From an optimization exercise on the open Yosys and OpenROAD flow, aimed at small area; shortcuts taken in it are not production practice.
Only simulation tests tie the RTL to the original design; equivalence was not proved.
Power and IR drop assume default switching activity.

==> module avst_pkt_gen, before the edit <==
module avst_pkt_gen #(
  parameter int          DATA_WIDTH  = 512,
  parameter int          EMPTY_WIDTH = 6,
  parameter int          LEN_WIDTH   = 16,
  parameter logic [31:0] SEED        = 32'h2022_0001
) (
  input  logic                 clk,
  input  logic                 rst_n,
  input  logic                 start_i,
  input  logic [15:0]          cfg_num_pkts_i,
  input  logic [LEN_WIDTH-1:0] cfg_len_i,
  input  logic                 cfg_rand_len_i,
  input  logic [7:0]           cfg_gap_i,
  output logic [DATA_WIDTH-1:0]  src_data,
  output logic                   src_valid,
  input  logic                   src_ready,
  output logic                   src_sop,
  output logic                   src_eop,
  output logic [EMPTY_WIDTH-1:0] src_empty,
  output logic                 busy_o,
  output logic                 done_o,
  output logic [15:0]          pkt_count_o
);
  localparam int BYTES = DATA_WIDTH / 8;
  localparam logic [31:0] LFSR_MASK = 32'h8020_0003;   
  logic        busy_q, valid_q, done_q;
  logic [31:0] lfsr_q;
  logic [15:0] num_pkts_q;
  logic [15:0] pkt_count_q;
  logic [15:0] len_q;        
  logic        rand_q;
  logic [7:0]  gap_q;
  logic [9:0]  cnt_q;        
  logic [5:0]  lastb_q;      
  logic [1:0]  base_q;       
  logic        sop_q;
  logic [7:0]  prem_q;       
  logic [15:0] len_d;
  logic [15:0] rem_d;        
  logic [5:0]  lastb_eff;    
  logic [15:0] m_d;          
  logic [15:0] pkt_inc_d;
  logic        cnt_zero, accept, load, last_pkt_d;
  logic [7:0]  urem_r0, urem_x;
  avst_pkt_gen_urem u_urem (.r0(urem_r0), .x(urem_x), .d(len_d), .r(rem_d));
  always_comb begin
    cnt_zero   = (cnt_q == '0);
    accept     = valid_q && src_ready;
    load       = busy_q && !valid_q && !done_q && cnt_zero;
    len_d      = busy_q ? len_q : {cfg_len_i[15:1], cfg_len_i[0] | (cfg_len_i == '0)};
    urem_r0    = load ? prem_q : 8'h00;
    urem_x     = load ? lfsr_q[7:0] : lfsr_q[15:8];
    m_d        = rand_q ? rem_d : len_q - 16'd1;
    lastb_eff  = lastb_q | {6{!cnt_zero}};
    pkt_inc_d  = pkt_count_q + 16'd1;
    last_pkt_d = (pkt_inc_d == num_pkts_q);
  end
  always_ff @(posedge clk or negedge rst_n) begin
    if (!rst_n) begin
      busy_q      <= 1'b0;
      valid_q     <= 1'b0;
      done_q      <= 1'b0;
      pkt_count_q <= '0;
      lfsr_q      <= SEED;
    end else begin
      if (!busy_q) begin
        if (start_i) begin
          busy_q      <= 1'b1;
          done_q      <= (cfg_num_pkts_i == '0);
          pkt_count_q <= '0;
        end
      end else if (done_q) begin
        busy_q <= 1'b0;
        done_q <= 1'b0;
      end else if (valid_q) begin
        if (accept && cnt_zero) begin
          valid_q     <= 1'b0;
          pkt_count_q <= pkt_inc_d;
          done_q      <= last_pkt_d;
        end
      end else if (cnt_zero) begin
        valid_q <= 1'b1;
        lfsr_q  <= {1'b0, lfsr_q[31:1]} ^ (lfsr_q[0] ? LFSR_MASK : 32'h0);
      end
    end
  end
  always_ff @(posedge clk) begin
    prem_q  <= rem_d[7:0];
    len_q   <= len_d;
    if (!busy_q) begin
      num_pkts_q <= cfg_num_pkts_i;
      rand_q     <= cfg_rand_len_i;
      gap_q      <= cfg_gap_i;
      cnt_q      <= '0;
    end else if (valid_q) begin
      if (accept) begin
        if (cnt_zero) begin
          cnt_q <= 10'(gap_q);
        end else begin
          cnt_q  <= cnt_q - 10'd1;
          base_q <= base_q + 2'd1;
          sop_q  <= 1'b0;
        end
      end
    end else if (!done_q) begin
      if (cnt_zero) begin
        cnt_q   <= m_d[15:6];
        lastb_q <= m_d[5:0];
        base_q  <= pkt_count_q[7:6];
        sop_q   <= 1'b1;
      end else begin
        cnt_q <= cnt_q - 10'd1;
      end
    end
  end
  logic [7:0] base8;
  assign base8 = {base_q, pkt_count_q[5:0]};
  always_comb begin
    for (int i = 0; i < BYTES; i++) begin
      src_data[DATA_WIDTH-1-8*i -: 8] =
          (6'(i) <= lastb_eff) ? base8 + 8'(i) : 8'h00;
    end
  end
  assign src_valid   = valid_q;
  assign src_sop     = sop_q;
  assign src_eop     = cnt_zero;
  assign src_empty   = ~lastb_eff;
  assign busy_o      = busy_q;
  assign done_o      = done_q;
  assign pkt_count_o = pkt_count_q;
endmodule
==> module avst_pkt_gen_urem, before the edit <==
module avst_pkt_gen_urem (
  input  logic [7:0]  r0,
  input  logic [7:0]  x,
  input  logic [15:0] d,
  output logic [15:0] r
);
  logic [16:0] rr, v, t, msk;
  logic        big;
  always_comb begin
    rr = 17'(r0);
    for (int j = 1; j <= 8; j++) begin
      msk = (17'd1 << (8 + j)) - 17'd1;
      v   = ((rr << 1) | 17'(x[8-j])) & msk;
      big = |(17'(d) & ~msk);
      t   = v + (17'(~d) & msk) + 17'd1;
      rr  = ((t[8+j] && !big) ? t : v) & msk;
    end
    r = rr[15:0];
  end
endmodule
export LEC_CHECK = 0
export CAP_MARGIN = 20
export CORE_MARGIN = 2
export CORE_UTILIZATION = 40
export CTS_BUF_LIST = sky130_fd_sc_hd__clkbuf_8
export GPL_TIMING_DRIVEN = 0
export SLEW_MARGIN = 20
export SYNTH_HIERARCHICAL = 1
create_clock -name core_clock -period 28.0 [get_ports {clk}]
standard.sh (not shown) runs the stock make flow with config.mk's settings and CLKGATE_MAP_FILE= SYNTH_SCRIPT=/design/flow/synth_recipe.tcl, a recipe that flattens the netlist after the stock synthesis.
==> flow/flow/run.sh <==
#!/bin/bash
# Own layout flow: the standard ORFS flow (standard.sh) with these changes:
#  - synthesis keeps the remainder array as its own module (SYNTH_HIERARCHICAL 1
#    in config.mk) and ABC maps it with flow/abc_speed.script (area mapping under
#    a delay target), and the rest of the design with flow/abc_area_top.script
#    (area mapping); see flow/abc_split.tcl. Yosys keeps its own adder mapping
#    (no Kogge-Stone $lcu map, no full/half adder cell extraction). Everything
#    before ABC, and so every register, is the standard synthesis's.
#  - the port buffers that global placement puts on every input and output are
#    sky130_fd_sc_hd__buf_1.
# Each tool writes its full log under orfs/logs; make's output is in standard_flow.log.
set -euo pipefail
here=$(pwd)
rm -rf "$here/orfs_scripts"
cp -r "$FLOW_HOME/scripts" "$here/orfs_scripts"
cp "$here/flow/abc_speed.script" "$here/flow/abc_area_top.script" "$here/flow/abc_split.tcl" "$here/orfs_scripts/"
grep -q '^  log_cmd abc {\*}\$abc_args$' "$here/orfs_scripts/synth.tcl"
sed -i 's|^  log_cmd abc {\*}\$abc_args$|  source $::env(SCRIPTS_DIR)/abc_split.tcl|' "$here/orfs_scripts/synth.tcl"
export SCRIPTS_DIR="$here/orfs_scripts"
export BUFFER_PORTS_ARGS="-buffer_cell sky130_fd_sc_hd__buf_1"
export SYNTH_OPERATIONS_ARGS="-nofsm"
export ADDER_MAP_FILE=""
bash standard.sh finish > standard_flow.log 2>&1
==> flow/flow/abc_area_top.script <==
strash
 &get -n
 &fraig -x
 &put
 scorr
 dc2
 strash
 dch -f
 amap
 topo
 buffer -c
 upsize -D 17000
 dnsize -D 17000
==> flow/flow/abc_speed.script <==
strash
 &get -n
 &fraig -x
 &put
 scorr
 dc2
 strash
 dch -f
 map -D 17000
 topo
 buffer -c
 upsize -D 17000
 dnsize -D 17000
==> flow/flow/abc_split.tcl <==
# Own flow: ABC maps the remainder array (module avst_pkt_gen_urem, kept apart by
# SYNTH_HIERARCHICAL 1) with a delay target (abc_speed.script), then the rest of
# the design for area (abc_area_top.script). Registers were mapped before this.
set abc_rest [lrange $abc_args 2 end]
log_cmd abc -script $::env(SCRIPTS_DIR)/abc_speed.script {*}$abc_rest avst_pkt_gen_urem
log_cmd abc -script $::env(SCRIPTS_DIR)/abc_area_top.script {*}$abc_rest
Rerun with:
--- a/flow/design.v
+++ b/flow/design.v
@@ -34,25 +34,35 @@
   logic [5:0]  lastb_q;      
   logic [1:0]  base_q;       
   logic        sop_q;
   logic [7:0]  prem_q;       
   logic [15:0] len_d;
+  logic [15:0] div_d;        
+  logic        lenm1_ld;     
   logic [15:0] rem_d;        
   logic [5:0]  lastb_eff;    
-  logic [15:0] m_d;          
+  logic [15:0] lenm1_d;      
+  logic [9:0]  cnt_nl_d;     
   logic [15:0] pkt_inc_d;
   logic        cnt_zero, accept, load, last_pkt_d;
   logic [7:0]  urem_r0, urem_x;
-  avst_pkt_gen_urem u_urem (.r0(urem_r0), .x(urem_x), .d(len_d), .r(rem_d));
+  avst_pkt_gen_urem u_urem (.r0(urem_r0), .x(urem_x), .d(div_d), .nosub(load && lenm1_ld),
+                            .r(rem_d));
   always_comb begin
     cnt_zero   = (cnt_q == '0);
     accept     = valid_q && src_ready;
     load       = busy_q && !valid_q && !done_q && cnt_zero;
     len_d      = busy_q ? len_q : {cfg_len_i[15:1], cfg_len_i[0] | (cfg_len_i == '0)};
-    urem_r0    = load ? prem_q : 8'h00;
-    urem_x     = load ? lfsr_q[7:0] : lfsr_q[15:8];
-    m_d        = rand_q ? rem_d : len_q - 16'd1;
+    div_d      = busy_q ? len_q : cfg_len_i;
+    lenm1_d    = len_q - 16'd1;
+    lenm1_ld   = !rand_q || (len_q[15:1] == '0);
+    urem_r0    = !load ? 8'h00        : lenm1_ld ? lenm1_d[15:8] : prem_q;
+    urem_x     = !load ? lfsr_q[15:8] : lenm1_ld ? lenm1_d[7:0]  : lfsr_q[7:0];
+    if (!busy_q)                  cnt_nl_d = '0;
+    else if (valid_q && !accept)  cnt_nl_d = cnt_q;
+    else if (valid_q && cnt_zero) cnt_nl_d = 10'(gap_q);
+    else                          cnt_nl_d = cnt_q - 10'd1;
     lastb_eff  = lastb_q | {6{!cnt_zero}};
     pkt_inc_d  = pkt_count_q + 16'd1;
     last_pkt_d = (pkt_inc_d == num_pkts_q);
   end
   always_ff @(posedge clk or negedge rst_n) begin
@@ -85,34 +95,23 @@
     end
   end
   always_ff @(posedge clk) begin
     prem_q  <= rem_d[7:0];
     len_q   <= len_d;
+    cnt_q   <= load ? rem_d[15:6] : cnt_nl_d;
     if (!busy_q) begin
       num_pkts_q <= cfg_num_pkts_i;
       rand_q     <= cfg_rand_len_i;
       gap_q      <= cfg_gap_i;
-      cnt_q      <= '0;
-    end else if (valid_q) begin
-      if (accept) begin
-        if (cnt_zero) begin
-          cnt_q <= 10'(gap_q);
-        end else begin
-          cnt_q  <= cnt_q - 10'd1;
-          base_q <= base_q + 2'd1;
-          sop_q  <= 1'b0;
-        end
-      end
-    end else if (!done_q) begin
-      if (cnt_zero) begin
-        cnt_q   <= m_d[15:6];
-        lastb_q <= m_d[5:0];
-        base_q  <= pkt_count_q[7:6];
-        sop_q   <= 1'b1;
-      end else begin
-        cnt_q <= cnt_q - 10'd1;
-      end
+    end
+    if (load) begin
+      lastb_q <= rem_d[5:0];
+      base_q  <= pkt_count_q[7:6];
+      sop_q   <= 1'b1;
+    end else if (accept && !cnt_zero) begin
+      base_q  <= base_q + 2'd1;
+      sop_q   <= 1'b0;
     end
   end
   logic [7:0] base8;
   assign base8 = {base_q, pkt_count_q[5:0]};
   always_comb begin
@@ -131,20 +130,21 @@
 endmodule
 module avst_pkt_gen_urem (
   input  logic [7:0]  r0,
   input  logic [7:0]  x,
   input  logic [15:0] d,
+  input  logic        nosub,
   output logic [15:0] r
 );
   logic [16:0] rr, v, t, msk;
   logic        big;
   always_comb begin
     rr = 17'(r0);
     for (int j = 1; j <= 8; j++) begin
       msk = (17'd1 << (8 + j)) - 17'd1;
       v   = ((rr << 1) | 17'(x[8-j])) & msk;
-      big = |(17'(d) & ~msk);
+      big = (|(17'(d) & ~msk)) | nosub;
       t   = v + (17'(~d) & msk) + 17'd1;
       rr  = ((t[8+j] && !big) ? t : v) & msk;
     end
     r = rr[15:0];
   end
Effect: Combinational power decreases by 31%; global-route usage increases by 0.28 points; register-to-register slack degrades by 0.45 ns; via count increases by 0.81%; die area increases by 1.1%; clock-buffer cell count decreases by 2; clock power hardly moves; cell area decreases by 2.1%; clock skew increases by 0.0038 ns; setup slack improves by 0.58 ns; area after synthesis increases by 1.1%; routed wire length increases by 2.0%; critical path depth increases by 3; fmax increases by 2.3%.

-- static timing again, ports no longer ideal --
The flow's constraints put no driver on any port. The routed layouts listed below were extracted and timed again, unchanged, in two steps.
Step 1 (the two cells are an assumption about what drives the block):
set clk [get_ports {clk}]
set_driving_cell -lib_cell sky130_fd_sc_hd__clkbuf_16 $clk
set_driving_cell -lib_cell sky130_fd_sc_hd__buf_2 [delete_from_list [all_inputs] $clk]
Step 2 moves the port delays by t, midway between the first and last clock arrival at a register: inputs arrive t later, outputs are due t later. That takes back most of the time a late clock gives input paths.
Three values: no drivers, after step 1, after step 2; two values: the first two.
| run | shift t [ns] | setup slack, ns | worst setup path after step 2 |
|---|---|---|---|
| the first run | 0.516 | 1.542 / 1.559 / 1.042 | input to register |
| the second run | 0.494 | 2.126 / 2.145 / 1.651 | input to register |
After both steps every run listed still meets setup and hold. For the first run, which loses most, drivers alone change the setup slack by +0.017 ns; drivers and shift together by -0.500 ns.
